This design comes from an exercise in tuning for small area, a short achievable clock period and few clock cycles per item on the open sky130 flow, not from production work.
At most, simulation tests tie the RTL to the original design; equivalence was not proved.
The RTL of runs 2 and 3 was laid out without a check of its function.
Power is estimated from default activity; no workload was simulated.

===== flow/design.v =====
`default_nettype none
package bubf_pkg;
    localparam int FUNC_W = 3;
    localparam int BYTE_W = 8;
    localparam int DIV_W  = 13;
    localparam int OUT_BITS = 2 * BYTE_W + DIV_W + 4;
    localparam int OUT_W    = ((OUT_BITS + 7) / 8) * 8;
    localparam logic [FUNC_W-1:0] FUNC_RD_DATA   = 3'd0;
    localparam logic [FUNC_W-1:0] FUNC_RD_STATUS = 3'd1;
    localparam logic [FUNC_W-1:0] FUNC_WR_DATA   = 3'd2;
    localparam logic [FUNC_W-1:0] FUNC_WR_CMD    = 3'd3;
    localparam logic [FUNC_W-1:0] FUNC_RX_BYTE   = 3'd4;
    localparam logic [FUNC_W-1:0] FUNC_TX_READY  = 3'd5;
    localparam logic [BYTE_W-1:0] ASCII_0 = 8'h30;
    localparam logic [BYTE_W-1:0] ASCII_9 = 8'h39;
    localparam logic [BYTE_W-1:0] STATUS_READY = 8'hFF;
    localparam int unsigned ClockHz = 20000000;
    localparam int unsigned Oversample = 16;
    localparam int unsigned DIV_300     = ClockHz / Oversample / 300 - 1;
    localparam int unsigned DIV_600     = ClockHz / Oversample / 600 - 1;
    localparam int unsigned DIV_1200    = ClockHz / Oversample / 1200 - 1;
    localparam int unsigned DIV_2400    = ClockHz / Oversample / 2400 - 1;
    localparam int unsigned DIV_4800    = ClockHz / Oversample / 4800 - 1;
    localparam int unsigned DIV_9600    = ClockHz / Oversample / 9600 - 1;
    localparam int unsigned DIV_19200   = ClockHz / Oversample / 19200 - 1;
    localparam int unsigned DIV_38400   = ClockHz / Oversample / 38400 - 1;
    localparam int unsigned DIV_125000  = ClockHz / Oversample / 125000 - 1;
    localparam int unsigned DIV_1250000 = ClockHz / Oversample / 1250000 - 1;
    localparam int unsigned DIV_250000  = ClockHz / Oversample / 250000 - 1;
    localparam logic [DIV_W-1:0] DIV_RESET = DIV_W'(DIV_250000);
    localparam logic [DIV_W-1:0] DIV_MAX   = DIV_W'(DIV_300);
    typedef struct packed {
        logic [FUNC_W-1:0] func;
        logic              hit;        
        logic              rx_avail;   
        logic              overflow;
        logic [DIV_W-1:0]  divisor;
    } s1_ctrl_t;
    function automatic logic [DIV_W-1:0] divisor_lookup(input logic [BYTE_W-1:0] b);
        logic [DIV_W-1:0] d;
        d = DIV_W'(DIV_38400);
        if (b >= ASCII_0 && b <= ASCII_9)
        begin
            case (4'(b - ASCII_0))
                4'd0:    d = DIV_W'(DIV_300);
                4'd1:    d = DIV_W'(DIV_600);
                4'd2:    d = DIV_W'(DIV_1200);
                4'd3:    d = DIV_W'(DIV_2400);
                4'd4:    d = DIV_W'(DIV_4800);
                4'd5:    d = DIV_W'(DIV_9600);
                4'd6:    d = DIV_W'(DIV_19200);
                4'd7:    d = DIV_W'(DIV_38400);
                4'd8:    d = DIV_W'(DIV_125000);
                4'd9:    d = DIV_W'(DIV_1250000);
                default: d = DIV_W'(DIV_38400);
            endcase
        end
        divisor_lookup = d;
    endfunction
endpackage
`default_nettype wire
`default_nettype none
module bubf_ring_ram (
    input  wire logic       clk,
    input  wire logic       rst_n,
    input  wire logic [3:0] ph,
    input  wire logic       push,
    input  wire logic       pop,
    input  wire logic       rd_sel,    
    input  wire logic [7:0] din,
    output logic      [7:0] dout,      
    output logic            nempty_n,  
    output logic            full_n     
);
    logic [7:0]   head, tail, cnt;
    logic         nempty_r, full_r, cnt_ge16, cnt_gt16;
    logic [15:0]  pend, hv, fire_r;
    logic [15:0]  hlt, lt, win;
    logic [15:0]  toh, hoh;
    logic [127:0] wbuf, hreg;
    logic [127:0] tap;
    logic [15:0]  cap, rdl, ld, fire_n;
    assign nempty_n = push || (pop ? (cnt != 8'd1) : nempty_r);
    assign full_n   = push ? (cnt == 8'd254) : (!pop && full_r);
    assign toh[0] = !lt[0];
    assign hoh[0] = !hlt[0];
    genvar k;
    generate
        for (k = 1; k < 16; k = k + 1)
        begin : g_toh
            assign toh[k] = lt[k-1] && !lt[k];
            assign hoh[k] = hlt[k-1] && !hlt[k];
        end
    endgenerate
    always_comb
    begin
        dout = 8'h00;
        for (int i = 0; i < 16; i++)
        begin
            if (rd_sel && toh[i] && hv[i])
                dout = dout | hreg[i*8 +: 8];
            if (rd_sel && toh[i] && !hv[i])
                dout = dout | wbuf[i*8 +: 8];
        end
    end
    logic f0, f1, ne0, e0, e1, h_inc, t_inc;
    assign e0 = !ne0;
    assign h_inc = push && hoh[15];
    assign t_inc = pop && toh[15];
    always_ff @(posedge clk or negedge rst_n)
    begin
        if (!rst_n)
        begin
            f0 <= 1'b0;
            f1 <= 1'b0;
            ne0 <= 1'b0;
            e1  <= 1'b0;
        end
        else
        begin
            f0 <= h_inc ? f0 : f1;
            f1 <= h_inc ? f1 : (4'(ph + 4'd3) == head[7:4]);
            ne0 <= t_inc ? ne0 : (4'(ph + 4'd1) != tail[7:4]);
            e1  <= t_inc ? e1 : e0;
        end
    end
    genvar l;
    generate
        for (l = 0; l < 16; l = l + 1)
        begin : g_loop
            logic [127:0] sr;
            logic         cap_keep, cap_pop;
            assign fire_n[l] = ld[l] ? f0
                                     : (pend[l] && (hlt[l] ? f0 : f1));
            assign tap[l*8 +: 8] = fire_r[l] ? wbuf[l*8 +: 8] : sr[127:120];
            always_ff @(posedge clk)
            begin
                sr <= {sr[119:0], tap[l*8 +: 8]};
            end
            assign rdl[l]   = pop && toh[l];
            assign cap_keep = !hv[l] && win[l] && (lt[l] ? e1 : e0);
            assign cap_pop  = toh[l] ? (cnt_gt16 && e1) : cap_keep;
            assign cap[l]   = pop ? cap_pop : cap_keep;
            assign ld[l]    = push && hoh[l];
            always_ff @(posedge clk)
            begin
                if (ld[l])
                    wbuf[l*8 +: 8] <= din;
                if (cap[l])
                    hreg[l*8 +: 8] <= tap[l*8 +: 8];
            end
            always_ff @(posedge clk or negedge rst_n)
            begin
                if (!rst_n)
                begin
                    pend[l]   <= 1'b0;
                    fire_r[l] <= 1'b0;
                    hv[l]     <= 1'b0;
                    win[l]    <= 1'b0;
                end
                else
                begin
                    pend[l]   <= ld[l] || (pend[l] && !fire_r[l]);
                    fire_r[l] <= fire_n[l];
                    hv[l]     <= cap[l] || (hv[l] && !rdl[l]);
                    if (ld[l] && !cnt_ge16)
                        win[l] <= 1'b1;
                    else if (rdl[l] && !cnt_gt16)
                        win[l] <= 1'b0;
                end
            end
        end
    endgenerate
    always_ff @(posedge clk or negedge rst_n)
    begin
        if (!rst_n)
        begin
            head     <= '0;
            tail     <= '0;
            cnt      <= '0;
            hlt      <= '0;
            lt       <= '0;
            nempty_r <= 1'b0;
            full_r   <= 1'b0;
            cnt_ge16 <= 1'b0;
            cnt_gt16 <= 1'b0;
        end
        else
        begin
            if (push)
            begin
                head     <= head + 8'd1;
                hlt      <= (head[3:0] == 4'd15) ? 16'h0000 : {hlt[14:0], 1'b1};
                cnt      <= cnt + 8'd1;
                nempty_r <= 1'b1;
                full_r   <= (cnt == 8'd254);
                cnt_ge16 <= (cnt > 8'd14);
                cnt_gt16 <= (cnt > 8'd15);
            end
            else if (pop)
            begin
                tail     <= tail + 8'd1;
                lt       <= (tail[3:0] == 4'd15) ? 16'h0000 : {lt[14:0], 1'b1};
                cnt      <= cnt - 8'd1;
                nempty_r <= (cnt != 8'd1);
                full_r   <= 1'b0;
                cnt_ge16 <= (cnt > 8'd16);
                cnt_gt16 <= (cnt > 8'd17);
            end
        end
    end
endmodule
`default_nettype wire
`default_nettype none
module bus_uart_bridge_fifo_core #(
    parameter int RING_DEPTH = 256
) (
    input  wire logic        clk,
    input  wire logic        rst_n,
    input  wire logic        s_tvalid,
    output logic             s_tready,
    input  wire logic [7:0]  s_tdata,    
    input  wire logic [2:0]  s_tuser,    
    output logic             m_tvalid,
    input  wire logic        m_tready,
    output logic [bubf_pkg::OUT_W-1:0] m_tdata
);
    logic       in_v, sk_v;
    logic [2:0] sk_f;
    logic [7:0] in_d, sk_d;
    logic       rx_rd, rx_st, tx_rd, rx_wr, tx_wr, ovf, in_cmd, in_rel;
    logic       out_valid;
    logic [7:0] out_bus_data, out_tx_byte;
    logic       out_bus_drive, out_wait_release, out_tx_valid, out_overflow;
    logic [bubf_pkg::DIV_W-1:0] divisor_x;
    logic [3:0] ph;
    logic       adv, acc, ld_in;
    logic       rx_push, rx_pop, tx_push, tx_pop;
    logic       rx_nempty_n, rx_full_n, tx_nempty_n, tx_full_n;
    logic [7:0] rx_dout, tx_dout;
    logic       sk_v_o;
    assign s_tready = !sk_v_o;
    assign acc      = s_tvalid && !sk_v;
    assign adv      = !out_valid || m_tready;
    assign ld_in    = !in_v || adv;
    assign rx_pop  = adv && rx_rd;
    assign rx_push = adv && rx_wr;
    assign tx_pop  = adv && tx_rd;
    assign tx_push = adv && tx_wr;
    bubf_ring_ram u_rx_ram (
        .clk      (clk),
        .rst_n    (rst_n),
        .ph       (ph),
        .push     (rx_push),
        .pop      (rx_pop),
        .rd_sel   (rx_rd),
        .din      (in_d),
        .dout     (rx_dout),
        .nempty_n (rx_nempty_n),
        .full_n   (rx_full_n)
    );
    bubf_ring_ram u_tx_ram (
        .clk      (clk),
        .rst_n    (rst_n),
        .ph       (ph),
        .push     (tx_push),
        .pop      (tx_pop),
        .rd_sel   (tx_rd),
        .din      (in_d),
        .dout     (tx_dout),
        .nempty_n (tx_nempty_n),
        .full_n   (tx_full_n)
    );
    logic [7:0] bus_data_n;
    assign bus_data_n = rx_dout | {8{rx_st}};
    logic [2:0] f_sel;
    logic [7:0] d_sel;
    logic       new_v;
    assign f_sel = sk_v ? sk_f : s_tuser;
    assign d_sel = sk_v ? sk_d : s_tdata;
    assign new_v = sk_v || acc;
    logic in_st;
    always_ff @(posedge clk or negedge rst_n)
    begin
        if (!rst_n)
        begin
            rx_rd  <= 1'b0;
            rx_st  <= 1'b0;
            in_st  <= 1'b0;
            tx_rd  <= 1'b0;
            rx_wr  <= 1'b0;
            tx_wr  <= 1'b0;
            ovf    <= 1'b0;
            in_cmd <= 1'b0;
            in_rel <= 1'b0;
        end
        else if (ld_in)
        begin
            rx_rd  <= new_v && (f_sel == bubf_pkg::FUNC_RD_DATA)   && rx_nempty_n;
            rx_st  <= new_v && (f_sel == bubf_pkg::FUNC_RD_STATUS) && rx_nempty_n;
            in_st  <= new_v && (f_sel == bubf_pkg::FUNC_RD_STATUS);
            tx_rd  <= new_v && (f_sel == bubf_pkg::FUNC_TX_READY)  && tx_nempty_n;
            rx_wr  <= new_v && (f_sel == bubf_pkg::FUNC_RX_BYTE)   && !rx_full_n;
            tx_wr  <= new_v && (f_sel == bubf_pkg::FUNC_WR_DATA)   && !tx_full_n;
            ovf    <= new_v && (((f_sel == bubf_pkg::FUNC_RX_BYTE) && rx_full_n)
                                || ((f_sel == bubf_pkg::FUNC_WR_DATA) && tx_full_n));
            in_cmd <= new_v && (f_sel == bubf_pkg::FUNC_WR_CMD);
            in_rel <= new_v && (f_sel[2] == 1'b0);
        end
    end
    always_ff @(posedge clk or negedge rst_n)
    begin
        if (!rst_n)
        begin
            ph          <= '0;
            in_v        <= 1'b0;
            sk_v        <= 1'b0;
            sk_v_o      <= 1'b0;
            out_valid   <= 1'b0;
            divisor_x   <= '0;
        end
        else
        begin
            ph <= ph + 4'd1;
            if (ld_in)
            begin
                in_v <= new_v;
                sk_v <= 1'b0;
            end
            else if (acc)
            begin
                sk_v <= 1'b1;
            end
            if (ld_in)
                sk_v_o <= 1'b0;
            else if (s_tvalid && !sk_v_o)
                sk_v_o <= 1'b1;
            if (adv)
            begin
                out_valid <= in_v;
            end
            if (adv && in_cmd)
            begin
                divisor_x <= bubf_pkg::divisor_lookup(in_d) ^ 13'h0004;
            end
        end
    end
    always_ff @(posedge clk)
    begin
        if (ld_in)
        begin
            in_d <= d_sel;
        end
        if (acc)
        begin
            sk_f <= s_tuser;
            sk_d <= s_tdata;
        end
    end
    always_ff @(posedge clk or negedge rst_n)
    begin
        if (!rst_n)
        begin
            out_bus_data     <= '0;
            out_bus_drive    <= 1'b0;
            out_wait_release <= 1'b0;
            out_tx_byte      <= '0;
            out_tx_valid     <= 1'b0;
            out_overflow     <= 1'b0;
        end
        else if (adv)
        begin
            out_bus_data     <= bus_data_n;
            out_bus_drive    <= in_st || rx_rd;
            out_wait_release <= in_rel;
            out_tx_byte      <= tx_dout;
            out_tx_valid     <= tx_rd;
            out_overflow     <= ovf;
        end
    end
    assign m_tvalid = out_valid;
    assign m_tdata  = {
        (bubf_pkg::OUT_W - bubf_pkg::OUT_BITS)'(0),
        out_overflow, divisor_x ^ 13'h0004, out_tx_valid, out_tx_byte,
        out_wait_release, out_bus_drive, out_bus_data
    };
endmodule
`default_nettype wire

===== flow/flow/run.sh =====
#!/bin/bash
# Standard layout, with clock tree synthesis told to build larger sink
# clusters and to add no dummy loads.
set -euo pipefail
export CTS_ARGS="-sink_clustering_enable -repair_clock_nets -dont_use_dummy_load -sink_clustering_size 30 -sink_clustering_max_diameter 60"
bash standard.sh finish > standard_flow.log 2>&1

===== flow/standard.sh =====
#!/bin/bash
# synth_recipe.tcl (not shown) runs the flow's synth.tcl, then flattens the netlist and writes it again
# the make line also repeats each setting of config.mk as NAME=value (left out here)
make -C /OpenROAD-flow-scripts/flow DESIGN_CONFIG=/design/flow/config.mk WORK_HOME=/design/flow/orfs CLKGATE_MAP_FILE= SYNTH_SCRIPT=/design/flow/synth_recipe.tcl "${@:-finish}"

===== flow/config.mk =====
export PLATFORM = sky130hd
export DESIGN_NAME = bus_uart_bridge_fifo_core
export DESIGN_NICKNAME = bus_uart_bridge_fifo_core
export VERILOG_FILES = /design/flow/design.v
export SDC_FILE = /design/flow/constraint.sdc
export NUM_CORES = 4
export LEC_CHECK = 0
export ABC_CLOCK_PERIOD_IN_PS = 2200
export CAP_MARGIN = 20
export CORE_MARGIN = 2
export CORE_UTILIZATION = 60
export PLACE_DENSITY = 0.7
export SETUP_SLACK_MARGIN = 2.4
export SLEW_MARGIN = 20

===== flow/constraint.sdc =====
create_clock -name core_clock -period 4.8 [get_ports {clk}]
set_input_delay 0.9600 -clock core_clock [delete_from_list [all_inputs] [get_ports {clk}]]
set_output_delay 0.9600 -clock core_clock [all_outputs]
set_load 0.01 [all_outputs]

==> key figures, run 1 <==
Status
  • Status: timing/DRC/antenna clean

Critical path
  • Cell chain of the critical path: buf_8 -> nor4bb_1 -> buf_4 -> a22o_1 -> a221oi_4 -> nand4_1 -> o32a_1
  • Required @ worst endpoint: 5490 ps
  • Largest delay share family, worst path: compound AO/OA/AOI/OAI gates
  • Slowest cell on crit path: dfrtp_4
  • Setup CP Type: reg2reg
  • Worst setup SP type: flip-flop
  • WP buf/inv: 2
  • Critical path peak fanout: 8
  • CP max stage delay: slightly below 600 ps
  • Crit path arrival time: around 3200 ps
  • Setup crit end kind: flip-flop

Global routing
  • First-pass GRT wire length: approximately 350000 µm
  • Antenna violations before repair: 9
  • Largest net degree at the start of global routing: roughly 110
  • GR Overflow Total: 0
  • Vias in the first global route: between 50000 and 60000
  • Overall Global Routing Usage: 23.8%

Pwr
  • Static leakage: 50.6 nW
  • Sw frac: between 20% and 30%
  • Pwr Density: roughly 500 nW/µm²
  • Clk pwr share: approximately 30%
  • Int Pwr: a little over 50 mW
  • Worst VDD drop: 0.000496 V
  • Logic pwr share: roughly 2.9%
  • Seq pwr share: between 60% and 70%
  • Switching pwr: ~13 mW

Drt
  • WL/cell: approximately 25 µm
  • Vias per inst: roughly 5.2
  • Post-route ant nets: 0
  • Pre-Repair DR Iteration Count: 6
  • DR iter-0 viols: 4367
  • Vias: 50900
  • # DRC: 0
  • Routed WL: 242000 µm

Yosys
  • Simple-gate portion of the synthesized area: ~2.9%
  • Synth area leader: dfxtp_1
  • Synth top cells by count: dfxtp_1 (4108), edfxtp_1 (531), dfrtp_1 (305)
  • Ys async rst share: 6.17%
  • Ys flop type: dfxtp_1
  • Xor/xnor share of the synthesized area: less than 1%
  • Yosys warning total: 2
  • Register area share after synthesis: 88.4%
  • Synth cell types: just over 70
  • Area of the mapped netlist: 120000 µm²
  • Most numerous cell in the Yosys netlist: dfxtp_1
  • Post-synthesis compound-gate area fraction: 3.84%
  • Post-synth top area share: approximately 69%
  • Synth Instances: ~6900
  • Adder-cell area share of the yosys netlist: 0.209%
  • Mux share of post-synthesis cell area: a little over 3%
  • Largest family of logic cells by synthesized area: compound AO/OA/AOI/OAI gates
  • Post-synth EDFFs: 531
  • Syn_area_per_cell: 17.3 µm²
  • Largest cells by area after synthesis: dfxtp_1 (69%), edfxtp_1 (13%), dfrtp_1 (6.4%)
  • Synth Register Bits: 4944

Worst hold path
  • Worst hold-check path type: in2async

STA
  • Clock Skew: 81.4 ps
  • Min cycle time layout: about 2500 ps
  • Fin. Hold Viols: 0
  • Least-Margin Pin Slew: approximately 1200 ps
  • Tcrit/Tclk final: approximately 52%
  • Max_slew headroom: around 17%
  • Fin. max-slew vios: 0
  • Finish-stage setup viols: 0
  • Max Freq: ~0.40 GHz
  • TNS Setup: 0 ps
  • RSZ-0062 raised after global routing: true

Layout
  • Design area: between 100000 and 150000 µm²
  • Layout cells sized above 1: between 10% and 20%
  • Layout Cells excl Fill: 9712
  • Area Growth Syn to Fin: 8.38%
  • Final net count: roughly 7100

Placement
  • Routability Congestion: about 0.99
  • Post-DP HPWL: 162000 µm
  • Dpl cells: between 9000 and 10000
  • Post-Place Cell Area: between 100000 and 150000 µm²
  • Number of port buffers: approximately 50

Floorplanning
  • Core Area: between 150000 and 200000 µm²
  • Initial Util: 60.5%
  • Die Ht: ~450 µm
  • # IOs: 57
  • Die Wd: about 450 µm
  • Area of the die: ~200000 µm²
  • FP Rows: approximately 160

Clock tree
  • CTS Sinks: ~4900
  • CTS max path bufs: 3
  • Root Driver: clkbuf_16
  • CTS tree: done
  • H-tree depth: 4
  • Worst-path clk slew: approximately 100 ps
  • Post-CTS Hold Buffers: 0
  • Worst-Skew Late Latency: 850 ps
  • Num CTS Buffers: about 210

Run
  • Max Cap Viol: 0
stage by stage:
step | hold WS [ps] | util, % | setup WS, ps | power, mW
finish | 161 | 65.6 | 2320 | 64.6
global route | 196 | 65.6 | 2300 | 66.7
detailed placement | 312 | 62.3 | 1210 | 46.3
global placement | 310 | 62.3 | 1250 | 46.2
floorplan | 310 | - | 2400 | 45.1
CTS | 165 | 65.4 | 2280 | 65.0
state kept, by name (all words and copies together) (netlist names), 12 cells and up, named ones only:
signal / cells
u_rx_ram.hlt: 16
u_tx_ram.hreg: 128
u_rx_ram.g_loop.sr: 2048
u_rx_ram.win: 16
u_rx_ram.fire_r: 16
u_rx_ram.hreg: 128
u_tx_ram.pend: 16
u_tx_ram.hv: 16
divisor_x: 12
u_tx_ram.hlt: 16
u_tx_ram.win: 16
u_tx_ram.g_loop.sr: 2048
u_tx_ram.wbuf: 128
u_rx_ram.wbuf: 128
u_rx_ram.lt: 16
u_rx_ram.pend: 16
u_rx_ram.hv: 16
u_tx_ram.fire_r: 16
u_tx_ram.lt: 16
worst paths after layout:
kind | end | startpoint | slack [ps] | depth (start not counted)
max | out_bus_data[2] | rx_rd | 2320 | 7
min | u_rx_ram.lt[9] | rst_n | 160 | 1
max reg2reg | out_bus_data[2] | rx_rd | 2320 | 7
min reg2reg | u_rx_ram.g_loop[1].sr[21] | u_rx_ram.g_loop[1].sr[13] | 280 | 0
max in group asynchronous | out_tx_byte[1] | rst_n | 3390 | 2
min in group core_clock | u_rx_ram.g_loop[1].sr[21] | u_rx_ram.g_loop[1].sr[13] | 280 | 0
cells by family (layout without fill, tap and decap cells):
family,Yosys count,in the layout
and+or+nand+nor,616,617
other,1,8
buffers and inverters,300,455
xor gates and xnor gates,62,62
AOI/OAI and AO/OA,629,629
DFF,4944,4944
muxes,337,337
adders and majority gates,20,20
power by group through the flow:
stage                     combinational, mW  clock (mW)  sequential (mW)
after floorplan                        1.11           0             44.0
after global placement                 1.72           0             44.5
after detailed placement               1.73           0             44.5
after CTS                              1.80        19.6             43.6
after global routing                   1.98        21.0             43.8
final                                  1.87        19.1             43.7
timing repair:
item                                   CTS  global route
gates resized for setup                283            77
setup endpoints to repair              520           182
buffers inserted                        46            10
pin swaps                               18            24
gates cloned                             2             1
endpoints found under the hold margin    0             0
cell usage in the layout, fill, tap and decap left out, types with 57 or more instances in the layout:
master and count:
a22o_1 99, a22oi_1 60, buf_4 103, clkbuf_16 211, dfrtp_1 280, dfxtp_1 4108, edfxtp_1 531, inv_1 57
mux2_2 284, nand2_1 137, nand3_1 108, o21ai_0 111
worst reg2reg max path: cells and delay by family (launching register included):
kind	cells	cell delay, ps
compound gates	3	900
flops	1	590
simple gates	2	430
buf+inv	2	360
final cells by class:
class	count	area, µm²
Sequential cell	4944	106000
Fill cell	13300	68100
Multi-Input combinational cell	1672	13400
Clock buffer	211	5280
Tap cell	2640	3300
Timing Repair Buffer	181	1630
Inverter	63	244
Antenna cell	1	2.50
metal layers:
layer / global-route usage [%] / share of wire [%] / up-vias
met5: 0 / 0.0058 / -
met4: 15.3 / 7.4 / 2
met3: 3.57 / 4.6 / 622
met2: 38.6 / 47 / 1575
met1: 29.9 / 41 / 25200
li1: - / - / 23500
Testbench counts, summed over its fixed seeds: cycles 48,016, items 48,000.
==> inputs of run 2 (changes only) <==
--- a/flow/design.v
+++ b/flow/design.v
@@ -72,7 +72,8 @@
     output logic            nempty_n,  
     output logic            full_n     
 );
-    logic [7:0]   head, tail, cnt;
+    logic [3:0]   head_s, tail_s;
+    logic [7:0]   cnt;
     logic         nempty_r, full_r, cnt_ge16, cnt_gt16;
     logic [15:0]  pend, hv, fire_r;
     logic [15:0]  hlt, lt, win;
@@ -119,8 +120,8 @@
         else
         begin
             f0 <= h_inc ? f0 : f1;
-            f1 <= h_inc ? f1 : (4'(ph + 4'd3) == head[7:4]);
-            ne0 <= t_inc ? ne0 : (4'(ph + 4'd1) != tail[7:4]);
+            f1 <= h_inc ? f1 : (4'(ph + 4'd3) == head_s);
+            ne0 <= t_inc ? ne0 : (4'(ph + 4'd1) != tail_s);
             e1  <= t_inc ? e1 : e0;
         end
     end
@@ -148,20 +149,19 @@
                     wbuf[l*8 +: 8] <= din;
                 if (cap[l])
                     hreg[l*8 +: 8] <= tap[l*8 +: 8];
+                fire_r[l] <= fire_n[l];
             end
             always_ff @(posedge clk or negedge rst_n)
             begin
                 if (!rst_n)
                 begin
                     pend[l]   <= 1'b0;
-                    fire_r[l] <= 1'b0;
                     hv[l]     <= 1'b0;
                     win[l]    <= 1'b0;
                 end
                 else
                 begin
                     pend[l]   <= ld[l] || (pend[l] && !fire_r[l]);
-                    fire_r[l] <= fire_n[l];
                     hv[l]     <= cap[l] || (hv[l] && !rdl[l]);
                     if (ld[l] && !cnt_ge16)
                         win[l] <= 1'b1;
@@ -175,8 +175,8 @@
     begin
         if (!rst_n)
         begin
-            head     <= '0;
-            tail     <= '0;
+            head_s   <= '0;
+            tail_s   <= '0;
             cnt      <= '0;
             hlt      <= '0;
             lt       <= '0;
@@ -189,8 +189,9 @@
         begin
             if (push)
             begin
-                head     <= head + 8'd1;
-                hlt      <= (head[3:0] == 4'd15) ? 16'h0000 : {hlt[14:0], 1'b1};
+                if (hoh[15])
+                    head_s <= 4'(head_s + 4'd1);
+                hlt      <= hoh[15] ? 16'h0000 : {hlt[14:0], 1'b1};
                 cnt      <= cnt + 8'd1;
                 nempty_r <= 1'b1;
                 full_r   <= (cnt == 8'd254);
@@ -199,8 +200,9 @@
             end
             else if (pop)
             begin
-                tail     <= tail + 8'd1;
-                lt       <= (tail[3:0] == 4'd15) ? 16'h0000 : {lt[14:0], 1'b1};
+                if (toh[15])
+                    tail_s <= 4'(tail_s + 4'd1);
+                lt       <= toh[15] ? 16'h0000 : {lt[14:0], 1'b1};
                 cnt      <= cnt - 8'd1;
                 nempty_r <= (cnt != 8'd1);
                 full_r   <= 1'b0;
--- a/flow/config.mk
+++ b/flow/config.mk
@@ -5,10 +5,9 @@
 export SDC_FILE = /design/flow/constraint.sdc
 export NUM_CORES = 4
 export LEC_CHECK = 0
-export ABC_CLOCK_PERIOD_IN_PS = 2200
 export CAP_MARGIN = 20
 export CORE_MARGIN = 2
 export CORE_UTILIZATION = 60
 export PLACE_DENSITY = 0.7
-export SETUP_SLACK_MARGIN = 2.4
+export SETUP_SLACK_MARGIN = 2.3
 export SLEW_MARGIN = 20
==> key figures, run 2 <==
Status
  • Status: timing/DRC/antenna clean

Clock tree
  • CTS max path bufs: 3 (unchanged)
  • Post-CTS Hold Buffers: 0 (unchanged)
  • CTS tree: done
  • H-tree depth: 4 (unchanged)
  • CTS Sinks: 4928 (-0.32%)
  • Worst-path clk slew: 100 ps (about the same)
  • Root Driver: clkbuf_16
  • Num CTS Buffers: 210 (-0.47%)
  • Worst-Skew Late Latency: 880 ps (+30 ps)

Floorplanning
  • Die Wd: 449 µm (-0.28%)
  • FP Rows: 163 (unchanged)
  • Area of the die: 202000 µm² (-0.56%)
  • Core Area: 197000 µm² (-0.31%)
  • Initial Util: 60.3% (-0.16 points)
  • # IOs: 57 (unchanged)
  • Die Ht: 449 µm (-0.28%)

Yosys
  • Synth cell types: 82 (+15%)
  • Simple-gate portion of the synthesized area: 2.62% (-0.23 points)
  • Post-synthesis compound-gate area fraction: 3.52% (-0.32 points)
  • Synth area leader: dfxtp_1
  • Ys async rst share: 5.22% (-0.95 points)
  • Synth Register Bits: 4928 (-0.32%)
  • Ys flop type: dfxtp_1
  • Mux share of post-synthesis cell area: 3.80% (+0.69 points)
  • Synth top cells by count: dfxtp_1 (4140), edfxtp_1 (531), mux2_2 (268)
  • Most numerous cell in the Yosys netlist: dfxtp_1
  • Largest family of logic cells by synthesized area: multiplexers
  • Post-synth top area share: 69.6% (+0.93 points)
  • Register area share after synthesis: 88.4% (about the same)
  • Yosys warning total: 2 (unchanged)
  • Xor/xnor share of the synthesized area: 0.339% (-0.12 points)
  • Adder-cell area share of the yosys netlist: 0.210% (+0.0012 points)
  • Syn_area_per_cell: 17.3 µm² (-0.15%)
  • Synth Instances: 6880 (-0.42%)
  • Post-synth EDFFs: 531 (unchanged)
  • Area of the mapped netlist: 119000 µm² (-0.57%)
  • Largest cells by area after synthesis: dfxtp_1 (70%), edfxtp_1 (13%), dfrtp_1 (5.4%)

Drt
  • Post-route ant nets: 0 (unchanged)
  • WL/cell: 21.6 µm (-13%)
  • # DRC: 0 (unchanged)
  • Vias: 49500 (-2.6%)
  • Vias per inst: 5.13 (-2.0%)
  • Routed WL: 208000 µm (-14%)
  • Pre-Repair DR Iteration Count: 5 (-1)
  • DR iter-0 viols: 5163 (+18%)

Layout
  • Final core utilization: 65.0% (-0.60 points)
  • Layout Cells excl Fill: 9653 (-0.61%)
  • Commonest non-fill, non-tap cell in the layout: dfxtp_1
  • Commonest cells after routing, fill and taps aside: dfxtp_1 (4140), edfxtp_1 (531), mux2_2 (268), dfrtp_1 (239), clkbuf_16 (211)
  • Fillcell total: 13400 (+0.19%)
  • Design area: 128000 µm² (-1.2%)
  • Regs by FF count: u_rx_ram.g_loop.sr: 2048 flops, u_tx_ram.g_loop.sr: 2048 flops
  • Final net count: 7032 (-1.1%)
  • Layout cells sized above 1: 9.95% (-2.2 points)
  • Area Growth Syn to Fin: 7.66%

Critical path
  • Reg2reg path depth: 6 (-1)
  • Crit path arrival time: 3280 ps (+120 ps)
  • Critical path peak fanout: 8 (unchanged)
  • Required @ worst endpoint: 5530 ps (+40 ps)
  • R2R Path Start: tx_rd
  • WP buf/inv: 2 (unchanged)
  • RR Endpoint: out_tx_byte[4]
  • Worst reg2reg setup slack: 2250 ps (-70 ps)
  • Cell chain of the critical path: buf_12 -> nor4bb_4 -> buf_4 -> a222oi_1 -> nand4_1 -> o22a_1
  • Setup crit end kind: flip-flop
  • CP max stage delay: 970 ps (+380 ps)
  • Worst setup SP type: flip-flop
  • Largest delay share family, worst path: compound AO/OA/AOI/OAI gates
  • Slowest cell on crit path: a222oi_1
  • Setup CP Type: reg2reg

STA
  • RSZ-0062 raised after global routing: true
  • Clock Skew: 66.7 ps (-14.7 ps)
  • Least-Margin Pin Slew: 1190 ps (-52.3 ps)
  • Finish-stage setup viols: 0 (unchanged)
  • Max_slew headroom: 20.9% (+3.5 points)
  • Min cycle time layout: 2550 ps (+72.1 ps)
  • Fin. max-slew vios: 0 (unchanged)
  • TNS Setup: 0 ps (unchanged)
  • Hold slack: 113 ps (-48.2 ps)
  • Fin. Hold Viols: 0 (unchanged)
  • Final setup margin: 2250 ps (-72.1 ps)
  • Max Freq: 0.392 GHz (-2.8%)
  • Tcrit/Tclk final: 53.1% (+1.5 points)

Run
  • Max Cap Viol: 0 (unchanged)

Pwr
  • Pwr Density: 499 nW/µm² (+0.17%)
  • Worst VDD drop: 0.000412 V (-17%)
  • Static leakage: 49.8 nW (-1.6%)
  • Tot Pwr: 64.0 mW (-1.1%)

Global routing
  • Largest net degree at the start of global routing: 100 (-12%)
  • Overall Global Routing Usage: 20.4% (-3.4 points)
  • GR Overflow Total: 0 (unchanged)
  • First-pass GRT wire length: 305000 µm (-12%)
  • Antenna violations before repair: 39 (+30)
  • Vias in the first global route: 47900 (-5.7%)

Placement
  • Dpl cells: 9396 (-0.48%)
  • Dpl ws: 955 ps (-253 ps)
  • Number of port buffers: 49 (unchanged)
  • Routability Congestion: 0.928 (-6.5%)
  • Post-Place Cell Area: 122000 µm² (-0.75%)
  • Post-DP HPWL: 136000 µm (-16%)

Worst hold path
  • Worst hold-check path type: in2async
-- run 2: cells by family (layout without fill, tap and decap cells) --
group,count (synthesis),count (layout)
flops,4928,4928
compound gates,601,601
simple gates,574,575
mux,418,418
buf+inv,292,400
xor+xnor,46,46
fa+ha+maj,20,20
other cells,1,25
-- run 2: area by class of cell --
type	count	area (µm²)	share of cell area (%)
clock buffers	210	5260	4.10
repair buffers	123	1040	0.813
inverters	67	256	0.200
multi-input cells	1667	13000	10.1
flip-flops and latches	4928	105000	82.2
diodes	18	45.0	0.0352
well taps	2640	3300	2.58
-- run 2: worst max-delay path by stage --
stage / startpoint / end / cells after the start
floorplan: m_tready / u_rx_ram.hreg[10] / 6
global placement: m_tready / u_tx_ram.hreg[58] / 6
detailed placement: m_tready / u_tx_ram.hreg[59] / 6
CTS: out_valid / m_tvalid / 1
global route: out_valid / m_tvalid / 1
finish: tx_rd / out_tx_byte[4] / 6
-- run 2: layer usage --
layer	vias up	routed length [µm]	GRT usage [%]
li1	23200	-	-
met1	24200	101000	32.2
met2	1702	83300	28.0
met3	368	18000	4.76
met4	0	5420	5.91
met5	-	0	0
-- run 2: repair_timing --
action | CTS | global route
endpoints found under the setup margin | 429 | 467
resized for setup | 198 | 29
buffers inserted | 19 | 8
pin swaps | 9 | 6
cloned | 0 | 2
-- run 2: power breakdown --
group / total, mW / switching, mW / internal, mW
clock network: 18.9 / 11.1 / 7.80
logic: 1.71 / 1.09 / 0.624
registers: 43.3 / 0.864 / 42.5
total: 64.0 / 13.1 / 50.9
==> inputs of run 3 (changes only) <==
--- a/flow/config.mk
+++ b/flow/config.mk
@@ -5,9 +5,10 @@
 export SDC_FILE = /design/flow/constraint.sdc
 export NUM_CORES = 4
 export LEC_CHECK = 0
+export ABC_CLOCK_PERIOD_IN_PS = 2200
 export CAP_MARGIN = 20
 export CORE_MARGIN = 2
 export CORE_UTILIZATION = 60
 export PLACE_DENSITY = 0.7
-export SETUP_SLACK_MARGIN = 2.3
+export SETUP_SLACK_MARGIN = 2.4
 export SLEW_MARGIN = 20
==> key figures, run 3 <==
Floorplanning
  • Die Wd: 449 µm (unchanged)
  • Die Ht: 449 µm (unchanged)
  • # IOs: 57 (unchanged)
  • Area of the die: 202000 µm² (unchanged)
  • Core Area: 197000 µm² (unchanged)
  • Initial Util: 60.3% (unchanged)
  • FP Rows: 163 (unchanged)

Critical path
  • Critical path peak fanout: 7 (-1)
  • Required @ worst endpoint: 5520 ps (about the same)
  • Setup CP Type: reg2reg
  • WP buf/inv: 0 (-2)
  • Reg2reg path depth: 5 (-1)
  • CP max stage delay: 650 ps (-320 ps)
  • Crit path arrival time: 3340 ps (+60 ps)
  • Cell chain of the critical path: mux2i_2 -> o22ai_1 -> nor4_1 -> nand2_1 -> o22a_1
  • Stages on the worst setup path: 5 (-1)
  • Slowest cell on crit path: nor4_1
  • Setup crit end kind: flip-flop
  • Largest delay share family, worst path: simple AND/OR/NAND/NOR gates
  • Worst setup SP type: flip-flop

Drt
  • DR iter-0 viols: 4869 (-5.7%)
  • # DRC: 0 (unchanged)
  • Post-route ant nets: 0 (unchanged)
  • Pre-Repair DR Iteration Count: 9 (+4)
  • Vias per inst: 5.13 (about the same)
  • Routed WL: 213000 µm (+2.2%)
  • WL/cell: 21.9 µm (+1.7%)
  • Vias: 49800 (+0.52%)

Yosys
  • Ys async rst share: 5.22% (unchanged)
  • Synth area leader: dfxtp_1
  • Synth top cells by count: dfxtp_1 (4140), edfxtp_1 (531), mux2_2 (268)
  • Synth Register Bits: 4928 (unchanged)
  • Synth Instances: 6880 (unchanged)
  • Yosys warning total: 2 (unchanged)
  • Post-synth top area share: 69.6% (unchanged)
  • Largest cells by area after synthesis: dfxtp_1 (70%), edfxtp_1 (13%), dfrtp_1 (5.4%)
  • Synth cell types: 82 (unchanged)
  • Register area share after synthesis: 88.4% (unchanged)
  • Syn_area_per_cell: 17.3 µm² (unchanged)
  • Most numerous cell in the Yosys netlist: dfxtp_1
  • Area of the mapped netlist: 119000 µm² (unchanged)
  • Ys flop type: dfxtp_1
  • Post-synth EDFFs: 531 (unchanged)

STA
  • Max_slew headroom: 21.2% (+0.34 points)
  • RSZ-0062 raised after global routing: true
  • Clock Skew: 70.6 ps (+3.92 ps)
  • TNS Setup: 0 ps (unchanged)
  • Fin. max-slew vios: 0 (unchanged)
  • Hold slack: 104 ps (-9.07 ps)
  • Fin. Hold Viols: 0 (unchanged)
  • Least-Margin Pin Slew: 1180 ps (-5.17 ps)
  • Finish-stage setup viols: 0 (unchanged)
  • Tcrit/Tclk final: 54.6% (+1.5 points)
  • Min cycle time layout: 2620 ps (+70.8 ps)
  • Max Freq: 0.381 GHz (-2.7%)

Layout
  • Final net count: 7084 (+0.74%)
  • Final core utilization: 65.3% (+0.37 points)
  • Layout cells sized above 1: 11.3% (+1.3 points)
  • Fillcell total: 13300 (-0.47%)
  • Regs by FF count: u_rx_ram.g_loop.sr: 2048 flops, u_tx_ram.g_loop.sr: 2048 flops
  • Area Growth Syn to Fin: 8.27%
  • Commonest cells after routing, fill and taps aside: dfxtp_1 (4140), edfxtp_1 (531), mux2_2 (268), dfrtp_1 (231), clkbuf_16 (207)
  • Commonest non-fill, non-tap cell in the layout: dfxtp_1

Global routing
  • First-pass GRT wire length: 309000 µm (+1.3%)
  • Largest net degree at the start of global routing: 91 (-9.0%)
  • GR Overflow Total: 0 (unchanged)
  • Overall Global Routing Usage: 20.8% (+0.37 points)
  • Antenna violations before repair: 54 (+38%)
  • Vias in the first global route: 47900 (+0.031%)

Clock tree
  • CTS max path bufs: 3 (unchanged)
  • H-tree depth: 4 (unchanged)
  • Worst-path clk slew: 90 ps (about the same)
  • Root Driver: clkbuf_16
  • Num CTS Buffers: 206 (-1.9%)
  • CTS Sinks: 4928 (unchanged)
  • Post-CTS Hold Buffers: 0 (unchanged)
  • CTS tree: done
  • Worst-Skew Late Latency: 880 ps (about the same)

Placement
  • Post-DP HPWL: 139000 µm (+2.1%)
  • Number of port buffers: 49 (unchanged)
  • Routability Congestion: 0.934 (+0.63%)

Status
  • Status: timing/DRC/antenna clean

Pwr
  • Worst VDD drop: 0.000400 V (-2.9%)
  • Pwr Density: 497 nW/µm² (-0.47%)
  • Static leakage: 50.1 nW (+0.63%)

Worst hold path
  • Worst hold-check path type: in2async

Run
  • Max Cap Viol: 0 (unchanged)
run 3: changes by cell type in the layout (fill, tap and decap cells not counted), moves of 8 or more:
cell,before,now
buf_6,4,28
dfrtp_2,18,26
nor2_1,107,87
dfrtp_1,239,231
diode_2,18,10
nor2_2,17,31
buf_4,66,102
run 3: power by group:
group	switching, mW	internal (mW)
logic	1.18	0.701
clock network	11.1	7.67
registers	0.887	42.5
total	13.2	50.8
run 3: metal layers:
layer / track usage (%) / part of all wire [%] / vias to the layer above
li1: - / - / 23300
met4: 5.73 / 2.4 / 6
met3: 4.63 / 8.3 / 319
met5: 0 / 0.021 / -
met1: 33.0 / 49 / 24500
met2: 28.6 / 40 / 1704
run 3: cell families after synthesis:
| logic type | share of synthesized area [%] |
|---|---|
| flip-flops | 88.4 |
| AO/OA/AOI/OAI | 3.52 |
| AND/OR/NAND/NOR | 2.62 |
| multiplexers | 3.80 |
| buffers and inverters | 1.07 |
| XOR/XNOR | 0.339 |
| adder cells (fa/ha/maj) | 0.210 |
| other | 0.00315 |
run 3: cell type report:
type	instances	area [µm²]	share of cell area [%]
flip-flops and latches	4928	105000	81.7
multi-input cells	1671	13200	10.3
clock buffers	206	5150	4.00
well taps	2640	3300	2.56
repair buffers	175	1610	1.25
inverters	67	264	0.205
diodes	10	25.0	0.0194
run 3: metrics by stage:
stage	instances	setup WS (ps)	power (mW)	instance area, µm²
6_report	9697	2180	64.0	129000
5_1_grt	9688	2220	66.1	129000
4_1_cts	9656	2230	64.4	128000
3_5_place_dp	9402	1140	46.0	122000
3_3_place_gp	9402	1100	45.9	122000
2_1_floorplan	6886	2360	44.9	119000
run 3: worst paths after layout:
path                                           start                    endpoint  slack (ps)
max in group asynchronous                      rst_n              out_tx_byte[4]        3520
min in group core_clock    u_rx_ram.g_loop[7].sr[98]  u_rx_ram.g_loop[7].sr[106]         270
setup / recovery                     u_rx_ram.hv[14]             out_bus_data[7]        2180
setup reg to reg                     u_rx_ram.hv[14]             out_bus_data[7]        2180
hold reg to reg            u_rx_ram.g_loop[7].sr[98]  u_rx_ram.g_loop[7].sr[106]         270
hold / removal                                 rst_n            u_rx_ram.win[14]         100
run 3: worst reg2reg max path, cell delays in order, from the launching register on:
cell,delay [ps]
dfrtp_1,560
mux2i_2,560
o22ai_1,240
nor4_1,650
nand2_1,260
o22a_1,240
run 3: repair_timing:
| action | 4_1_cts | 5_1_grt |
|---|---|---|
| endpoints found under the setup margin | 381 | 258 |
| gates cloned | 2 | 6 |
| setup buffers | 46 | 25 |
| pin swaps | 6 | 14 |
| resized for setup | 245 | 65 |
==> inputs of run 4 (changes only) <==
--- a/flow/design.v
+++ b/flow/design.v
@@ -93,17 +93,21 @@
             assign hoh[k] = hlt[k-1] && !hlt[k];
         end
     endgenerate
+    logic [7:0] h_at, w_at;
+    logic       hv_at;
     always_comb
     begin
-        dout = 8'h00;
+        h_at  = 8'h00;
+        w_at  = 8'h00;
+        hv_at = 1'b0;
         for (int i = 0; i < 16; i++)
         begin
-            if (rd_sel && toh[i] && hv[i])
-                dout = dout | hreg[i*8 +: 8];
-            if (rd_sel && toh[i] && !hv[i])
-                dout = dout | wbuf[i*8 +: 8];
+            h_at  = h_at  | (hreg[i*8 +: 8] & {8{toh[i]}});
+            w_at  = w_at  | (wbuf[i*8 +: 8] & {8{toh[i]}});
+            hv_at = hv_at | (hv[i] & toh[i]);
         end
     end
+    assign dout = (h_at & {8{rd_sel && hv_at}}) | (w_at & {8{rd_sel && !hv_at}});
     logic f0, f1, ne0, e0, e1, h_inc, t_inc;
     assign e0 = !ne0;
     assign h_inc = push && hoh[15];
--- a/flow/config.mk
+++ b/flow/config.mk
@@ -5,10 +5,9 @@
 export SDC_FILE = /design/flow/constraint.sdc
 export NUM_CORES = 4
 export LEC_CHECK = 0
-export ABC_CLOCK_PERIOD_IN_PS = 2200
 export CAP_MARGIN = 20
 export CORE_MARGIN = 2
 export CORE_UTILIZATION = 60
 export PLACE_DENSITY = 0.7
-export SETUP_SLACK_MARGIN = 2.4
+export SETUP_SLACK_MARGIN = 2.3
 export SLEW_MARGIN = 20
==> key figures, run 4 <==
Drt
  • Vias per inst: 5.18 (+0.95%)
  • Post-route ant nets: 0 (unchanged)
  • Vias: 50300 (+1.0%)
  • Pre-Repair DR Iteration Count: 5 (-4)
  • WL/cell: 24.5 µm (+12%)
  • Routed WL: 237000 µm (+12%)
  • # DRC: 0 (unchanged)
  • DR iter-0 viols: 4211 (-14%)

Yosys
  • Syn_area_per_cell: 17.2 µm² (-0.86%)
  • Synth top cells by count: dfxtp_1 (4140), edfxtp_1 (531), mux2_2 (267)
  • Ys async rst share: 5.22% (unchanged)
  • Synth Register Bits: 4928 (unchanged)
  • Post-synth top area share: 69.7% (+0.085 points)
  • Ys flop type: dfxtp_1
  • Largest cells by area after synthesis: dfxtp_1 (70%), edfxtp_1 (13%), dfrtp_1 (5.4%)
  • Register area share after synthesis: 88.5% (+0.11 points)
  • Area of the mapped netlist: 119000 µm² (-0.12%)
  • Most numerous cell in the Yosys netlist: dfxtp_1
  • Post-synth EDFFs: 531 (unchanged)
  • Synth cell types: 74 (-9.8%)
  • Synth area leader: dfxtp_1
  • Yosys warning total: 2 (unchanged)
  • Synth Instances: 6931 (+0.74%)

STA
  • Fin. max-slew vios: 0 (unchanged)
  • Tcrit/Tclk final: 53.9% (-0.69 points)
  • RSZ-0062 raised after global routing: true
  • Max Freq: 0.386 GHz (+1.3%)
  • Least-Margin Pin Slew: 1280 ps (+94.5 ps)
  • Min cycle time layout: 2590 ps (-33.0 ps)
  • Clock Skew: 86.5 ps (+15.9 ps)
  • Finish-stage setup viols: 0 (unchanged)
  • TNS Setup: 0 ps (unchanged)
  • Max_slew headroom: 14.9% (-6.3 points)
  • Final setup margin: 2210 ps (+33.0 ps)
  • Fin. Hold Viols: 0 (unchanged)

Pwr
  • Seq pwr share: 66.8% (-0.9 points)
  • Static leakage: 49.6 nW (-1.0%)
  • Pwr Density: 505 nW/µm² (+1.6%)
  • Int Pwr: 51.0 mW (+0.28%)
  • Logic pwr share: 4.1% (+1.2 points)
  • Clk pwr share: 29.1% (-0.2 points)
  • Sw frac: 21.2% (+0.59 points)
  • Switching pwr: 13.7 mW (+3.9%)
  • Worst VDD drop: 0.000411 V (+2.7%)

Floorplanning
  • Initial Util: 60.3% (about the same)
  • Die Ht: 449 µm (about the same)
  • Area of the die: 202000 µm² (-0.12%)
  • Core Area: 197000 µm² (-0.10%)
  • Die Wd: 449 µm (about the same)
  • FP Rows: 163 (unchanged)
  • # IOs: 57 (unchanged)

Critical path
  • Worst reg2reg setup slack: 2310 ps (+130 ps)
  • Slowest cell on crit path: nor2_1
  • Reg2reg path depth: 5 (unchanged)
  • Setup CP Type: in2reg
  • Critical path launch point: m_tready
  • R2R Path Start: u_tx_ram.lt[14]
  • Setup crit end: u_rx_ram.wbuf[66]
  • Crit path arrival time: 3050 ps (-290 ps)
  • Cell chain of the critical path: clkdlybuf4s50_1 -> nand2b_4 -> buf_4 -> nand3_1 -> nor2_1
  • RR Endpoint: out_tx_byte[5]
  • Setup crit end kind: flip-flop
  • Required @ worst endpoint: 5260 ps (-260 ps)
  • Worst setup SP type: primary input
  • CP max stage delay: 780 ps (+130 ps)
  • Critical path peak fanout: 8 (+1)

Global routing
  • Overall Global Routing Usage: 23.4% (+2.6 points)
  • Most Crowded Layer GR: met2
  • GRT met1 Usage: 29.3% (-3.7 points)
  • Largest net degree at the start of global routing: 98 (+7.7%)
  • M2 GR Usage: 38.2% (+9.6 points)
  • Vias in the first global route: 49600 (+3.5%)
  • First-pass GRT wire length: 340000 µm (+9.9%)
  • Met3 Usage GRT: 3.52% (-1.1 points)
  • GR Overflow Total: 0 (unchanged)
  • Antenna violations before repair: 13 (-76%)

Clock tree
  • H-tree depth: 4 (unchanged)
  • CTS max path bufs: 3 (unchanged)
  • CTS tree: done
  • Root Driver: clkbuf_16
  • Num CTS Buffers: 207 (+0.49%)
  • CTS Sinks: 4928 (unchanged)
  • Worst-Skew Late Latency: 870 ps (about the same)
  • Worst-path clk slew: 100 ps (about the same)

Layout
  • Final net count: 7094 (+0.14%)
  • Commonest non-fill, non-tap cell in the layout: dfxtp_1
  • Area Growth Syn to Fin: 7.76%
  • Commonest cells after routing, fill and taps aside: dfxtp_1 (4140), edfxtp_1 (531), mux2_2 (267), dfrtp_1 (240), clkbuf_16 (207)
  • Layout cells sized above 1: 10.7% (-0.60 points)
  • Regs by FF count: u_rx_ram.g_loop.sr: 2048 flops, u_tx_ram.g_loop.sr: 2048 flops

Run
  • Max Cap Viol: 0 (unchanged)

Placement
  • Dpl ws: 1040 ps (-98.7 ps)
  • Routability Congestion: 1.02 (+8.8%)
  • Number of port buffers: 49 (unchanged)
  • Post-DP HPWL: 160000 µm (+16%)

Status
  • Status: timing/DRC/antenna clean

Worst hold path
  • Worst hold-check path type: in2async
run 4: final cells by class:
type / instances / area, µm²
Sequential cell: 4928 / 105000
Fill cell: 13500 / 68900
Multi-Input combinational cell: 1694 / 12800
Clock buffer: 207 / 5180
Tap cell: 2640 / 3300
Timing Repair Buffer: 149 / 1200
Inverter: 78 / 309
Antenna cell: 5 / 12.5
Timing Repair inverter: 1 / 5.00
run 4: worst min-delay path by stage:
stage                                           start  cells after the start                     endpoint
final                                           rst_n                      1                       in_cmd
after global routing                            rst_n                      1                       in_cmd
after global placement    u_tx_ram.g_loop[14].sr[104]                      0  u_tx_ram.g_loop[14].sr[112]
after detailed placement     u_rx_ram.g_loop[0].sr[4]                      0    u_rx_ram.g_loop[0].sr[12]
after CTS                                       rst_n                      1                       in_cmd
after floorplan             u_rx_ram.g_loop[0].sr[92]                      0   u_rx_ram.g_loop[0].sr[100]
run 4: per-layer routing:
layer	part of all wire [%]	vias up
met5	0.0097	-
met3	4.5	643
met4	7.5	4
met2	47	1511
met1	41	24700
li1	-	23400
run 4: worst max-delay path, delay by kind of cell:
| family | cells | cell delay [ps] |
|---|---|---|
| buf+inv | 2 | 780 |
| simple gates | 3 | 1280 |
run 4: kinds of logic (layout without fill, tap and decap cells):
family / Yosys count / count (layout) / share of synthesized area [%]
adder cells (fa/ha/maj): 20 / 20 / 0.211
AO/OA/AOI/OAI: 724 / 724 / 4.30
XOR/XNOR: 46 / 46 / 0.339
AND/OR/NAND/NOR: 611 / 613 / 2.77
other: 1 / 12 / 0.00315
multiplexers: 284 / 284 / 2.67
buffers and inverters: 317 / 435 / 1.16
flip-flops: 4928 / 4928 / 88.5
run 4: metrics by stage:
stage | hold slack, ps | cells | power (mW) | area (µm²) | utilization, %
after floorplan | 310 | 6937 | 45.2 | 119000 | -
after global placement | 310 | 9451 | 46.6 | 122000 | 62.1
after global routing | 151 | 9697 | 66.8 | 128000 | 65.0
final | 155 | 9702 | 64.7 | 128000 | 65.0
after detailed placement | 312 | 9451 | 46.6 | 122000 | 62.1
after CTS | 129 | 9678 | 65.1 | 128000 | 64.9
run 4: timing repair:
item,4_1_cts,5_1_grt
cloned,1,2
hold buffers,0,0
setup buffers,19,17
pin swaps,3,3
gates resized for setup,179,49
endpoints found under the setup margin,366,319
run 4: power groups by stage:
stage                     registers, mW  clock network (mW)  logic [mW]
after CTS                          43.2                19.3        2.57
final                              43.2                18.8        2.65
after detailed placement           44.1                   0        2.52
after global routing               43.3                20.8        2.75
after floorplan                    43.6                   0        1.54
after global placement             44.1                   0        2.52
Testbench counts of run 4, summed over its fixed seeds: cycles 48,016, items 48,000.
==> inputs of run 5 (changes only) <==
--- a/flow/config.mk
+++ b/flow/config.mk
@@ -5,9 +5,10 @@
 export SDC_FILE = /design/flow/constraint.sdc
 export NUM_CORES = 4
 export LEC_CHECK = 0
+export ABC_CLOCK_PERIOD_IN_PS = 2200
 export CAP_MARGIN = 20
 export CORE_MARGIN = 2
 export CORE_UTILIZATION = 60
 export PLACE_DENSITY = 0.7
-export SETUP_SLACK_MARGIN = 2.3
+export SETUP_SLACK_MARGIN = 2.4
 export SLEW_MARGIN = 20
==> key figures, run 5 <==
Yosys
  • Post-synthesis compound-gate area fraction: 4.30% (unchanged)
  • Mux share of post-synthesis cell area: 2.67% (unchanged)
  • Syn_area_per_cell: 17.2 µm² (unchanged)
  • Simple-gate portion of the synthesized area: 2.77% (unchanged)
  • Post-synth EDFFs: 531 (unchanged)
  • Adder-cell area share of the yosys netlist: 0.211% (unchanged)
  • Largest cells by area after synthesis: dfxtp_1 (70%), edfxtp_1 (13%), dfrtp_1 (5.4%)
  • Most numerous cell in the Yosys netlist: dfxtp_1
  • Synth top cells by count: dfxtp_1 (4140), edfxtp_1 (531), mux2_2 (267)
  • Synth area leader: dfxtp_1
  • Register area share after synthesis: 88.5% (unchanged)
  • Ys flop type: dfxtp_1
  • Post-synth top area share: 69.7% (unchanged)
  • Largest family of logic cells by synthesized area: compound AO/OA/AOI/OAI gates
  • Synth Register Bits: 4928 (unchanged)
  • Ys async rst share: 5.22% (unchanged)
  • Area of the mapped netlist: 119000 µm² (unchanged)
  • Yosys warning total: 2 (unchanged)
  • Synth cell types: 74 (unchanged)
  • Xor/xnor share of the synthesized area: 0.339% (unchanged)
  • Synth Instances: 6931 (unchanged)

Drt
  • # DRC: 0 (unchanged)
  • Met3 routed WL: 12000 µm (+11%)
  • WL/cell: 24.6 µm (+0.39%)
  • Vias per inst: 5.18 (about the same)
  • Vias: 50400 (+0.22%)
  • Top sig layer: met5
  • Routed WL: 239000 µm (+0.64%)
  • Post-route ant nets: 0 (unchanged)
  • DR iter-0 viols: 4274 (+1.5%)
  • Pre-Repair DR Iteration Count: 5 (unchanged)
  • Met2 WL: 111000 µm (-0.15%)
  • Met1 Wirelength: 97400 µm (+0.24%)

Clock tree
  • CTS max path bufs: 3 (unchanged)
  • Worst-Skew Late Latency: 860 ps (about the same)
  • Num CTS Buffers: 208 (+0.48%)
  • H-tree depth: 4 (unchanged)
  • CTS tree: done
  • CTS Sinks: 4928 (unchanged)
  • Worst-path clk slew: 100 ps (about the same)
  • Root Driver: clkbuf_16

STA
  • Fin. Hold Viols: 0 (unchanged)
  • Clock Skew: 73.6 ps (-12.9 ps)
  • Finish-stage setup viols: 0 (unchanged)
  • Hold slack: 264 ps (+109 ps)
  • Final setup margin: 2320 ps (+104 ps)
  • Least-Margin Pin Slew: 1320 ps (+41.3 ps)
  • TNS Setup: 0 ps (unchanged)
  • Max Freq: 0.402 GHz (+4.2%)
  • Tcrit/Tclk final: 51.8% (-2.2 points)
  • Min cycle time layout: 2480 ps (-104 ps)
  • RSZ-0062 raised after global routing: true
  • Fin. max-slew vios: 0 (unchanged)
  • Max_slew headroom: 12.2% (-2.8 points)

Pwr
  • Static leakage: 49.8 nW (+0.40%)
  • Pwr Density: 504 nW/µm² (about the same)
  • Worst VDD drop: 0.000479 V (+17%)

Global routing
  • Largest net degree at the start of global routing: 123 (+26%)
  • Vias in the first global route: 49700 (+0.32%)
  • GR Overflow Total: 0 (unchanged)
  • Overall Global Routing Usage: 23.6% (+0.22 points)
  • Antenna violations before repair: 21 (+8)
  • First-pass GRT wire length: 343000 µm (+0.83%)

Worst hold path
  • Worst hold-check path type: reg2reg

Layout
  • Final net count: 7112 (+0.25%)
  • Regs by FF count: u_rx_ram.g_loop.sr: 2048 flops, u_tx_ram.g_loop.sr: 2048 flops
  • Multi-input logic area: 12900 µm² (+0.77%)
  • Commonest non-fill, non-tap cell in the layout: dfxtp_1
  • Reg area: 105000 µm² (about the same)
  • Commonest cells after routing, fill and taps aside: dfxtp_1 (4140), edfxtp_1 (531), mux2_2 (267), dfrtp_1 (237), clkbuf_16 (209)
  • Fillcell total: 13500 (-0.13%)
  • Area Growth Syn to Fin: 8.12%
  • Layout cells sized above 1: 11.0% (+0.27 points)

Critical path
  • CP max stage delay: 550 ps (-230 ps)
  • WP buf/inv: 1 (-1)
  • Largest delay share family, worst path: flip-flops
  • Worst setup SP type: flip-flop
  • Critical path peak fanout: 2 (-6)
  • Slowest cell on crit path: dfrtp_2
  • Required @ worst endpoint: 3840 ps (-1420 ps)
  • Crit path arrival time: 1520 ps (-1530 ps)
  • Setup crit end kind: primary output
  • Cell chain of the critical path: buf_6
  • Setup CP Type: reg2out

Floorplanning
  • Core Area: 197000 µm² (unchanged)
  • Die Ht: 449 µm (unchanged)
  • FP Rows: 163 (unchanged)
  • Area of the die: 202000 µm² (unchanged)
  • Die Wd: 449 µm (unchanged)
  • Initial Util: 60.3% (unchanged)
  • # IOs: 57 (unchanged)

Placement
  • Number of port buffers: 49 (unchanged)
  • Post-DP HPWL: 161000 µm (+0.34%)
  • Dpl ws: 1240 ps (+205 ps)
  • Routability Congestion: 1.03 (+1.0%)

Status
  • Status: timing/DRC/antenna clean

Run
  • Max Cap Viol: 0 (unchanged)
[run 5: cell counts after synthesis]
No cell type changed its count.
[run 5: repair_timing]
action	4_1_cts	5_1_grt
resized for setup	216	62
endpoints found under the hold margin	16	0
pin swaps	8	5
cloned	2	1
hold buffers	1	0
setup buffers	42	11
setup endpoints to repair	391	371
[run 5: path summary, 6_finish.rpt]
path	to	start	slack (ps)	cells past startpoint
min reg2reg	u_rx_ram.g_loop[6].sr[10]	u_rx_ram.g_loop[6].sr[2]	260	0
max reg2reg	out_bus_data[1]	u_rx_ram.lt[11]	2330	5
min in group asynchronous	in_v	rst_n	530	2
max	m_tdata[18]	out_tx_valid	2320	1
max in group asynchronous	u_tx_ram.lt[8]	rst_n	3160	3
min	u_rx_ram.g_loop[6].sr[10]	u_rx_ram.g_loop[6].sr[2]	260	0
[run 5: per-stage QoR]
| stage | total power, mW | std cells | instance area [µm²] | utilization (%) |
|---|---|---|---|---|
| global route | 66.9 | 9718 | 129000 | 65.2 |
| floorplan | 45.2 | 6937 | 119000 | - |
| finish | 64.8 | 9726 | 129000 | 65.2 |
| CTS | 65.1 | 9703 | 128000 | 65.0 |
| global placement | 46.6 | 9450 | 122000 | 62.1 |
| detailed placement | 46.6 | 9450 | 122000 | 62.1 |
[run 5: layout make-up]
cell class,count,area share (%)
Antenna cell,11,0.0214
Sequential cell,4928,81.9
Multi-Input combinational cell,1694,10.0
Timing Repair Buffer,167,1.15
Clock buffer,208,4.05
Tap cell,2640,2.57
Inverter,78,0.246
[run 5: logic make-up (layout without fill, tap and decap cells)]
logic type	Yosys count	in the layout
multiplexers	284	285
AO/OA/AOI/OAI	724	724
buffers and inverters	317	453
AND/OR/NAND/NOR	611	612
adder cells (fa/ha/maj)	20	20
other	1	18
flip-flops	4928	4928
XOR/XNOR	46	46
[run 5: where the power goes]
| part | switching [mW] | internal (mW) |
|---|---|---|
| sequential | 0.796 | 42.4 |
| combinational | 1.76 | 0.948 |
| clock | 11.2 | 7.74 |
[run 5: routing by layer]
layer / global-route usage [%] / up-vias
met1: 29.5 / 24700
met5: 0 / -
met4: 15.7 / 2
met3: 3.84 / 626
li1: - / 23400
met2: 38.2 / 1618
==> inputs of run 6 (changes only) <==
==> flow/flow/run.sh (replaced) <==
#!/bin/bash
# Standard layout, with clock tree synthesis told to build larger sink
# clusters and to add no dummy loads, and the port buffers made buf_4.
set -euo pipefail
export CTS_ARGS="-sink_clustering_enable -repair_clock_nets -dont_use_dummy_load -sink_clustering_size 30 -sink_clustering_max_diameter 60"
export BUFFER_PORTS_ARGS="-buffer_cell sky130_fd_sc_hd__buf_4"
bash standard.sh finish > standard_flow.log 2>&1
--- a/flow/config.mk
+++ b/flow/config.mk
@@ -5,10 +5,10 @@
 export SDC_FILE = /design/flow/constraint.sdc
 export NUM_CORES = 4
 export LEC_CHECK = 0
-export ABC_CLOCK_PERIOD_IN_PS = 2200
 export CAP_MARGIN = 20
 export CORE_MARGIN = 2
 export CORE_UTILIZATION = 60
+export GPL_ROUTABILITY_DRIVEN = 0
 export PLACE_DENSITY = 0.7
 export SETUP_SLACK_MARGIN = 2.4
 export SLEW_MARGIN = 20
==> key figures, run 6 <==
Status
  • Status: timing/DRC/antenna clean

Yosys
  • Post-synth top area share: 69.7% (unchanged)
  • Synth cell types: 74 (unchanged)
  • Largest cells by area after synthesis: dfxtp_1 (70%), edfxtp_1 (13%), dfrtp_1 (5.4%)
  • Ys flop type: dfxtp_1
  • Most numerous cell in the Yosys netlist: dfxtp_1
  • Area of the mapped netlist: 119000 µm² (unchanged)
  • Synth Instances: 6931 (unchanged)
  • Post-synth EDFFs: 531 (unchanged)
  • Syn_area_per_cell: 17.2 µm² (unchanged)
  • Synth top cells by count: dfxtp_1 (4140), edfxtp_1 (531), mux2_2 (267)
  • Synth Register Bits: 4928 (unchanged)
  • Ys async rst share: 5.22% (unchanged)
  • Register area share after synthesis: 88.5% (unchanged)
  • Synth area leader: dfxtp_1
  • Yosys warning total: 2 (unchanged)

Floorplanning
  • Area of the die: 202000 µm² (unchanged)
  • Die Wd: 449 µm (unchanged)
  • FP Rows: 163 (unchanged)
  • # IOs: 57 (unchanged)
  • Die Ht: 449 µm (unchanged)
  • Initial Util: 60.3% (unchanged)
  • Core Area: 197000 µm² (unchanged)

Clock tree
  • CTS tree: done
  • CTS Sinks: 4928 (unchanged)
  • Worst-path clk slew: 100 ps (about the same)
  • CTS max path bufs: 3 (unchanged)
  • H-tree depth: 4 (unchanged)
  • Root Driver: clkbuf_16
  • Worst-Skew Late Latency: 840 ps (-20 ps)
  • Num CTS Buffers: 202 (-2.9%)

Layout
  • Regs by FF count: u_rx_ram.g_loop.sr: 2048 flops, u_tx_ram.g_loop.sr: 2048 flops
  • Fillcell total: 13300 (-1.2%)
  • Multi-input logic area: 12700 µm² (-1.5%)
  • Commonest cells after routing, fill and taps aside: dfxtp_1 (4140), edfxtp_1 (531), mux2_2 (267), dfrtp_1 (224), clkbuf_16 (202)
  • Reg area: 105000 µm² (about the same)
  • Layout cells sized above 1: 10.7% (-0.24 points)
  • Final net count: 7081 (-0.44%)
  • Design area: 128000 µm² (-0.42%)
  • Layout Cells excl Fill: 9692 (-0.35%)
  • Area Growth Syn to Fin: 7.67%
  • Final core utilization: 65.0% (-0.27 points)
  • Commonest non-fill, non-tap cell in the layout: dfxtp_1

Critical path
  • Setup CP Type: reg2reg
  • Crit path arrival time: 3220 ps (+1700 ps)
  • Setup crit end kind: flip-flop
  • Worst setup SP type: flip-flop
  • Critical path peak fanout: 15 (+13)
  • Required @ worst endpoint: 5560 ps (+1720 ps)

STA
  • Finish-stage setup viols: 0 (unchanged)
  • Least-Margin Pin Slew: 1220 ps (-98.0 ps)
  • Fin. Hold Viols: 0 (unchanged)
  • Max_slew headroom: 18.7% (+6.5 points)
  • Fin. max-slew vios: 0 (unchanged)
  • Min cycle time layout: 2470 ps (-17.6 ps)
  • Max Freq: 0.405 GHz (+0.71%)
  • Clock Skew: 84.0 ps (+10.4 ps)
  • Hold slack: 262 ps (-2.56 ps)
  • Final setup margin: 2330 ps (+17.6 ps)
  • TNS Setup: 0 ps (unchanged)
  • Tcrit/Tclk final: 51.4% (-0.37 points)
  • RSZ-0062 raised after global routing: true

Placement
  • Dpl ws: 1330 ps (+82.7 ps)
  • Post-DP HPWL: 148000 µm (-8.2%)
  • Dpl cells: 9436 (-0.15%)
  • Number of port buffers: 49 (unchanged)
  • Post-Place Cell Area: 122000 µm² (-0.21%)

Drt
  • WL/cell: 23.4 µm (-4.6%)
  • Pre-Repair DR Iteration Count: 9 (+4)
  • Routed WL: 227000 µm (-4.9%)
  • Vias: 51300 (+1.8%)
  • # DRC: 0 (unchanged)
  • Post-route ant nets: 0 (unchanged)
  • DR iter-0 viols: 5829 (+36%)
  • Vias per inst: 5.30 (+2.2%)

Worst hold path
  • Worst hold-check path type: reg2reg

Global routing
  • Antenna violations before repair: 29 (+38%)
  • Largest net degree at the start of global routing: 139 (+13%)
  • Overall Global Routing Usage: 22.4% (-1.3 points)
  • First-pass GRT wire length: 329000 µm (-4.0%)
  • M2 GR Usage: 35.2% (-2.9 points)
  • GRT met1 Usage: 27.9% (-1.6 points)
  • Vias in the first global route: 49900 (+0.43%)
  • GR Overflow Total: 0 (unchanged)
  • Met3 Usage GRT: 5.40% (+1.6 points)
  • Most Crowded Layer GR: met2

Pwr
  • Tot Pwr: 64.4 mW (-0.73%)
  • Worst VDD drop: 0.000400 V (-16%)
  • Static leakage: 49.5 nW (-0.45%)
  • Pwr Density: 503 nW/µm² (-0.31%)

Run
  • Max Cap Viol: 0 (unchanged)
[run 6: cell count changes in the layout (fill, tap and decap cells not counted), sizes merged]
cell	previous run	this run
mux2i	18	17
inv	75	74
diode	11	8
buf	152	142
clkinvlp	3	4
clkbuf	209	202
clkdlybuf4s50	13	0
[run 6: kinds of logic after synthesis]
kind of cell / count (synthesis) / synth area share [%]
XOR/XNOR: 46 / 0.339
adder cells (fa/ha/maj): 20 / 0.211
other: 1 / 0.00315
AO/OA/AOI/OAI: 724 / 4.30
AND/OR/NAND/NOR: 611 / 2.77
flip-flops: 4928 / 88.5
buffers and inverters: 317 / 1.16
multiplexers: 284 / 2.67
[run 6: per-layer routing]
metal | vias up | share of wire [%]
met5 | - | 0.056
met2 | 2311 | 45
met1 | 24900 | 39
li1 | 23400 | -
met3 | 776 | 7.9
met4 | 14 | 7.5
[run 6: cell type report]
class	instances	area share [%]
flip-flops and latches	4928	82.3
multi-input cells	1693	9.93
clock buffers	202	3.95
well taps	2640	2.58
repair buffers	143	1.00
inverters	78	0.248
diodes	8	0.0156
[run 6: power by group]
group	total (mW)	switching [mW]	internal, mW	leakage [nW]
Sequential	43.2	0.793	42.4	41.8
Clock	18.7	11.1	7.53	2.49
Combinational	2.47	1.59	0.875	5.27
Total	64.4	13.5	50.8	49.5
[run 6: repair_timing]
action	in CTS	in global routing
hold buffers	1	0
endpoints found under the setup margin	410	186
endpoints found under the hold margin	21	0
resized for setup	88	47
setup buffers	30	14
gates cloned	1	0
pin swaps	3	3
[run 6: worst paths after layout]
| check | cells after the start | from | to | slack (ps) |
|---|---|---|---|---|
| max | 5 | u_tx_ram.lt[0] | out_tx_byte[6] | 2330 |
| max in group asynchronous | 3 | rst_n | u_tx_ram.lt[3] | 3090 |
| min reg2reg | 0 | u_rx_ram.g_loop[12].sr[45] | u_rx_ram.g_loop[12].sr[53] | 260 |
| min | 0 | u_rx_ram.g_loop[12].sr[45] | u_rx_ram.g_loop[12].sr[53] | 260 |
| min in group asynchronous | 2 | rst_n | sk_v | 510 |
| max reg2reg | 5 | u_tx_ram.lt[0] | out_tx_byte[6] | 2330 |
[run 6: critical path, stage by stage, from the launching register on]
cell	delay [ps]
dfrtp_1	710
nor2b_2	700
a22oi_1	290
and4_1	300
a41o_1	220
a31oi_1	170

-- separate check: timing with driven ports --
Ports are ideal in the flow. The routed layouts listed here were re-timed in OpenROAD.
Step 1: set_driving_cell puts a clkbuf_16 on clk and a buf_2 on each other input, an assumption about the parent block.
Step 2 times the ports against the registers' clock, not the clock port: input delays grow and output delays shrink by t, the midpoint of the rising clock arrivals with the driver on.
Three values: ideal, step 1, step 2; two values: the first two.
| run | t (ns) | setup slack, ns |
|---|---|---|
| run 1 | 0.908 | 2.322 / 2.304 / 1.720 |
| run 2 | 0.920 | 2.250 / 2.250 / 1.518 |
| run 3 | 0.930 | 2.179 / 2.179 / 1.525 |
| run 4 | 0.916 | 2.212 / 2.152 / 1.303 |
| run 5 | 0.912 | 2.315 / 2.225 / 1.432 |
| run 6 | 0.904 | 2.333 / 2.267 / 1.773 |
After both steps every run listed still meets setup and hold.
